What follows belongs to an exercise in optimizing a design on an open flow for small area; a production flow would make more cautious choices. The RTL was checked by simulation tests, not by an equivalence proof against the original design.

==> run a: inputs <==
==> flow/design.v <==
package afi_phy_pkg;
	typedef logic [3-1:0] shift_t;
	typedef struct packed
	{
		logic [15-1:0] addr;
		logic [3-1:0] ba;
		logic [1-1:0] cs_n;
		logic [1-1:0] cke;
		logic [1-1:0] odt;
		logic ras_n;
		logic cas_n;
		logic we_n;
		logic rst_n;
	} afi_cmd_t;
	typedef struct packed
	{
		logic [32-1:0] wdata;
		logic [4-1:0] dm;
		logic valid;
	} afi_wr_t;
	typedef struct packed
	{
		afi_cmd_t cmd;
		logic [32-1:0] dq;
		logic [4-1:0] dm;
		logic dqs_en;
		logic oct_en;
		logic dq_oe;
	} mem_bus_t;
	localparam int AFI_CMD_W = 15 + 3 + 3 * 1 + 4;
	localparam int AFI_WR_W = 32 + 4 + 1;
	localparam int MEM_BUS_W = AFI_CMD_W + 32 + 4 + 3;
	localparam afi_cmd_t AFI_NOP = {
		15'(0),  
		3'(0),  
		{1{1'b1}},  
		1'(0),  
		1'(0),  
		1'b1,  
		1'b1,  
		1'b1,  
		1'b0  
	};
endpackage
module afi_delay_line
#(
	parameter int W = 1,
	parameter int DEPTH = 8
)
(
	input logic pll_afi_clk,
	input logic [DEPTH-1:0] sel,
	input logic [W-1:0] d,
	output logic [W-1:0] q
);
	logic [W-1:0] stage [DEPTH-1];
	logic [W-1:0] nxt;
	for (genvar b = 0; b < W; b++)
	begin : g_bit
		logic [DEPTH-1:0] taps;
		always_comb
		begin
			taps[0] = d[b];
			for (int k = 1; k < DEPTH; k++)
				taps[k] = stage[k-1][b];
		end
		afi_sel_bit #(
			.N(DEPTH)
		) u_sel (
			.sel(sel),
			.taps(taps),
			.y(nxt[b])
		);
	end
	always_ff @(posedge pll_afi_clk)
	begin
		stage[0] <= d;
		for (int i = 1; i < DEPTH - 1; i++)
			stage[i] <= stage[i-1];
		q <= nxt;
	end
endmodule
module afi_tap_sel
#(
	parameter int DEPTH = 8
)
(
	input logic reset,
	input logic [3-1:0] tap,
	input logic [3-1:0] age,
	output logic [DEPTH-1:0] sel
);
	always_comb
	begin
		for (int k = 0; k < DEPTH; k++)
			sel[k] = ~reset && (tap == 3'(k)) && (age >= 3'(k));
	end
endmodule
module afi_sel_bit
#(
	parameter int N = 8
)
(
	input logic [N-1:0] sel,
	input logic [N-1:0] taps,
	output logic y
);
	logic n0, n1;
	afi_aoi222 u_a0 (.a(sel[2:0]), .b(taps[2:0]), .y(n0));
	afi_aoi222 u_a1 (.a(sel[5:3]), .b(taps[5:3]), .y(n1));
	assign y = ~(n0 & n1) | (sel[6] & taps[6]) | (sel[7] & taps[7]);
endmodule
module afi_aoi222
(
	input logic [2:0] a,
	input logic [2:0] b,
	output logic y
);
	assign y = ~|(a & b);
endmodule
module addr_cmd_path
(
	input logic pll_afi_clk,
	input logic reset,
	input afi_phy_pkg::afi_cmd_t afi_cmd,
	input afi_phy_pkg::shift_t ac_shift,
	input afi_phy_pkg::shift_t age,
	output afi_phy_pkg::afi_cmd_t cmd
);
	logic [8-1:0] sel;
	afi_tap_sel #(
		.DEPTH(8)
	) u_sel (
		.reset(reset),
		.tap(ac_shift),
		.age(age),
		.sel(sel)
	);
	afi_delay_line #(
		.W(afi_phy_pkg::AFI_CMD_W),
		.DEPTH(8)
	) u_cmd_dly (
		.pll_afi_clk(pll_afi_clk),
		.sel(sel),
		.d(afi_cmd),
		.q(cmd)
	);
endmodule
module write_path
(
	input logic pll_afi_clk,
	input logic reset,
	input afi_phy_pkg::afi_wr_t afi_wr,
	input afi_phy_pkg::shift_t wlat,
	input afi_phy_pkg::shift_t age,
	output logic [32+4-1:0] wr_data,
	output logic dqs_en,
	output logic oct_en
);
	logic [8-1:0] sel;
	afi_phy_pkg::afi_wr_t wr_dly;
	logic wr_valid;
	logic oct_post;
	afi_tap_sel #(
		.DEPTH(8)
	) u_sel (
		.reset(reset),
		.tap(wlat),
		.age(age),
		.sel(sel)
	);
	afi_delay_line #(
		.W(afi_phy_pkg::AFI_WR_W),
		.DEPTH(8)
	) u_wr_dly (
		.pll_afi_clk(pll_afi_clk),
		.sel(sel),
		.d(afi_wr),
		.q(wr_dly)
	);
	always_ff @(posedge pll_afi_clk)
	begin
		wr_data <= {wr_dly.wdata, wr_dly.dm};
		if (reset)
		begin
			wr_valid <= 1'b0;
			oct_post <= 1'b0;
		end
		else
		begin
			wr_valid <= wr_dly.valid;
			oct_post <= wr_valid;
		end
	end
	assign dqs_en = wr_dly.valid | wr_valid;
	assign oct_en = dqs_en | oct_post;
endmodule
module phy_regs
(
	input logic pll_afi_clk,
	input logic reset,
	input logic [8-1:0] paddr,
	input logic psel,
	input logic penable,
	input logic pwrite,
	input logic [32-1:0] pwdata,
	output logic [32-1:0] prdata,
	output logic pready,
	output logic pslverr,
	output afi_phy_pkg::shift_t ac_shift,
	output afi_phy_pkg::shift_t wlat,
	output logic mem_stable,
	output logic mem_clk_disable,
	output logic [8-1:0] calib_skip_steps
);
	logic addr_hit;
	logic access;
	assign pready = 1'b1;
	assign access = psel & penable;
	always_comb
	begin
		prdata = '0;
		addr_hit = 1'b1;
		case (paddr)
			8'('h0):
				prdata[1:0] = {mem_clk_disable, mem_stable};
			8'('h4):
			begin
				prdata[3-1:0] = ac_shift;
				prdata[4 +: 3] = wlat;
			end
			8'('h8):
				prdata[8-1:0] = calib_skip_steps;
			default:
				addr_hit = 1'b0;
		endcase
	end
	assign pslverr = access & ~addr_hit;
	always_ff @(posedge pll_afi_clk)
	begin
		if (reset)
		begin
			mem_stable <= 1'b0;
			mem_clk_disable <= 1'b0;
			ac_shift <= '0;
			wlat <= '0;
			calib_skip_steps <= '1;
		end
		else if (access && pwrite)
		begin
			case (paddr)
				8'('h0):
				begin
					mem_stable <= pwdata[0];
					mem_clk_disable <= pwdata[1];
				end
				8'('h4):
				begin
					ac_shift <= pwdata[3-1:0];
					wlat <= pwdata[4 +: 3];
				end
				8'('h8):
					calib_skip_steps <= pwdata[8-1:0];
				default:
					;
			endcase
		end
	end
endmodule
module mem_out_stage
(
	input logic pll_afi_clk,
	input logic reset,
	input afi_phy_pkg::afi_cmd_t cmd,
	input logic mem_stable,
	input logic [32+4-1:0] wr_data,
	input logic dqs_en,
	input logic oct_en,
	input logic mem_clk_disable,
	output afi_phy_pkg::mem_bus_t mem,
	output logic mem_ck_en
);
	logic dq_en;
	always_ff @(posedge pll_afi_clk)
	begin
		if (reset || !mem_stable)
			mem.cmd <= afi_phy_pkg::AFI_NOP;
		else
			mem.cmd <= cmd;
	end
	always_ff @(posedge pll_afi_clk)
		{mem.dq, mem.dm} <= wr_data;
	always_ff @(posedge pll_afi_clk)
	begin
		if (reset)
		begin
			dq_en <= 1'b0;
			mem.oct_en <= 1'b0;
			mem_ck_en <= 1'b1;
		end
		else
		begin
			dq_en <= dqs_en;
			mem.oct_en <= oct_en;
			mem_ck_en <= ~mem_clk_disable;
		end
	end
	assign mem.dqs_en = dq_en;
	assign mem.dq_oe = dq_en;
endmodule
module afi_phy_top
(
	input logic pll_afi_clk,
	input logic reset,
	input logic [afi_phy_pkg::AFI_CMD_W-1:0] afi_cmd,
	input logic [afi_phy_pkg::AFI_WR_W-1:0] afi_wr,
	input logic [8-1:0] paddr,
	input logic psel,
	input logic penable,
	input logic pwrite,
	input logic [32-1:0] pwdata,
	output logic [32-1:0] prdata,
	output logic pready,
	output logic pslverr,
	output logic [afi_phy_pkg::MEM_BUS_W-1:0] mem,
	output logic mem_ck_en,
	output logic [8-1:0] calib_skip_steps
);
	afi_phy_pkg::shift_t ac_shift;
	afi_phy_pkg::shift_t wlat;
	logic mem_stable;
	logic mem_clk_disable;
	afi_phy_pkg::afi_cmd_t ac_cmd;
	afi_phy_pkg::shift_t age;
	logic [32+4-1:0] wr_data;
	logic dqs_en;
	logic oct_en;
	phy_regs u_regs (
		.pll_afi_clk(pll_afi_clk),
		.reset(reset),
		.paddr(paddr),
		.psel(psel),
		.penable(penable),
		.pwrite(pwrite),
		.pwdata(pwdata),
		.prdata(prdata),
		.pready(pready),
		.pslverr(pslverr),
		.ac_shift(ac_shift),
		.wlat(wlat),
		.mem_stable(mem_stable),
		.mem_clk_disable(mem_clk_disable),
		.calib_skip_steps(calib_skip_steps)
	);
	always_ff @(posedge pll_afi_clk)
	begin
		if (reset)
			age <= '0;
		else if (age != '1)
			age <= age + 3'(1);
	end
	addr_cmd_path u_ac (
		.pll_afi_clk(pll_afi_clk),
		.reset(reset),
		.afi_cmd(afi_cmd),
		.ac_shift(ac_shift),
		.age(age),
		.cmd(ac_cmd)
	);
	write_path u_wr (
		.pll_afi_clk(pll_afi_clk),
		.reset(reset),
		.afi_wr(afi_wr),
		.wlat(wlat),
		.age(age),
		.wr_data(wr_data),
		.dqs_en(dqs_en),
		.oct_en(oct_en)
	);
	mem_out_stage u_out (
		.pll_afi_clk(pll_afi_clk),
		.reset(reset),
		.cmd(ac_cmd),
		.mem_stable(mem_stable),
		.wr_data(wr_data),
		.dqs_en(dqs_en),
		.oct_en(oct_en),
		.mem_clk_disable(mem_clk_disable),
		.mem(mem),
		.mem_ck_en(mem_ck_en)
	);
endmodule
==> flow/run.sh <==
#!/bin/bash
# synth_recipe.tcl (not shown) runs the flow's synth.tcl, then flattens the netlist and writes it again
# the make line also repeats each setting of config.mk as NAME=value (left out here)
make -C /OpenROAD-flow-scripts/flow DESIGN_CONFIG=/design/flow/config.mk WORK_HOME=/design/flow/orfs CLKGATE_MAP_FILE= SYNTH_SCRIPT=/design/flow/synth_recipe.tcl finish
==> flow/config.mk <==
export PLATFORM = sky130hd
export DESIGN_NAME = afi_phy_top
export DESIGN_NICKNAME = afi_phy_top
export VERILOG_FILES = /design/flow/design.v
export SDC_FILE = /design/flow/constraint.sdc
export NUM_CORES = 4
export LEC_CHECK = 0
export CAP_MARGIN = 20
export CORE_MARGIN = 2
export CORE_UTILIZATION = 70
export CTS_CLUSTER_DIAMETER = 100
export CTS_CLUSTER_SIZE = 30
export SLEW_MARGIN = 20
export SYNTH_HIERARCHICAL = 1
export SYNTH_MINIMUM_KEEP_SIZE = 0
==> flow/constraint.sdc <==
create_clock -name core_clock -period 5.0 [get_ports {pll_afi_clk}]
set_input_delay 1.0000 -clock core_clock [delete_from_list [all_inputs] [get_ports {pll_afi_clk}]]
set_output_delay 1.0000 -clock core_clock [all_outputs]
set_load 0.01 [all_outputs]
==> run b: changes against run a <==
--- a/flow/config.mk
+++ b/flow/config.mk
@@ -8,7 +8,7 @@
 export CAP_MARGIN = 20
 export CORE_MARGIN = 2
-export CORE_UTILIZATION = 70
-export CTS_CLUSTER_DIAMETER = 100
-export CTS_CLUSTER_SIZE = 30
+export CORE_UTILIZATION = 60
+export CTS_CLUSTER_DIAMETER = 80
+export CTS_CLUSTER_SIZE = 25
 export SLEW_MARGIN = 20
 export SYNTH_HIERARCHICAL = 1
==> flow_summary.yaml <==
critical_path:
  critPathSlowestCell: "nor2b_1"
route:
  dr_wl_met2_um: 15100
  met3_length_um: 2206
die:
  die-area_um2: 23630
  taps: 280
  core_um2: 21890
sta:
  max_freq_mhz: 249.8
  clock-skew-final_ns: 0.01752
  finalCritPeriodShare: 0.8007
worst_hold_path:
  min_to: "u_wr.wr_data[32]"
clocking:
  clkTransAtPathRegs_ns: 0.10
run_status:
  status: "timing/DRC/antenna clean"
(the above is from run a)
==> flow_summary.yaml <==
run_status:
  status: "timing/DRC/antenna clean"
global_routing:
  grt_max_degree: 45
cells_and_area:
  drive_above_1_share: 0.05732
die:
  core_um2: 25840
  die-area_um2: 27460
  taps: 335
route:
  met3_length_um: 1951
clocking:
  clkTransAtPathRegs_ns: 0.09
sta:
  max_freq_mhz: 252.3
  finalCritPeriodShare: 0.7928
  clock-skew-final_ns: 0.01731
critical_path:
  critPathSlowestCell: "clkdlybuf4s50_1"
worst_hold_path:
  min_to: "u_wr.wr_data[3]"
(the above is from run b)

## re-timing with driven ports
The results above use ideal ports. As a check the final layouts listed here were re-extracted and re-timed, cells and wires unchanged.
Step 1 sets driving cells, clkbuf_16 on the clock port and buf_2 on the other inputs (assumed; they add their load-dependent delay and slew).
Step 2 adds t to the input delays and takes it off the output delays; t is the mean of the earliest and latest rising clock arrival at the registers after step 1. Input paths then give back, and output paths get back, about the clock's delay inside the block.
Three values: ideal ports, drivers, drivers and shift; two values: the first two.
run | t (ns) | setup WS [ns] | latest minus earliest clock arrival (ns) | worst slew at a driven data input, ns
run a | 0.601 | 0.997 / 0.972 / 0.972 | 0.021 / 0.020 | 0.06
run b | 0.608 | 1.036 / 1.002 / 1.002 | 0.018 / 0.018 | 0.08
After both steps setup and hold are still met in every run listed. The setup slack of run b, which loses most, moves by -0.034 ns with the drivers and by -0.034 ns with both steps.
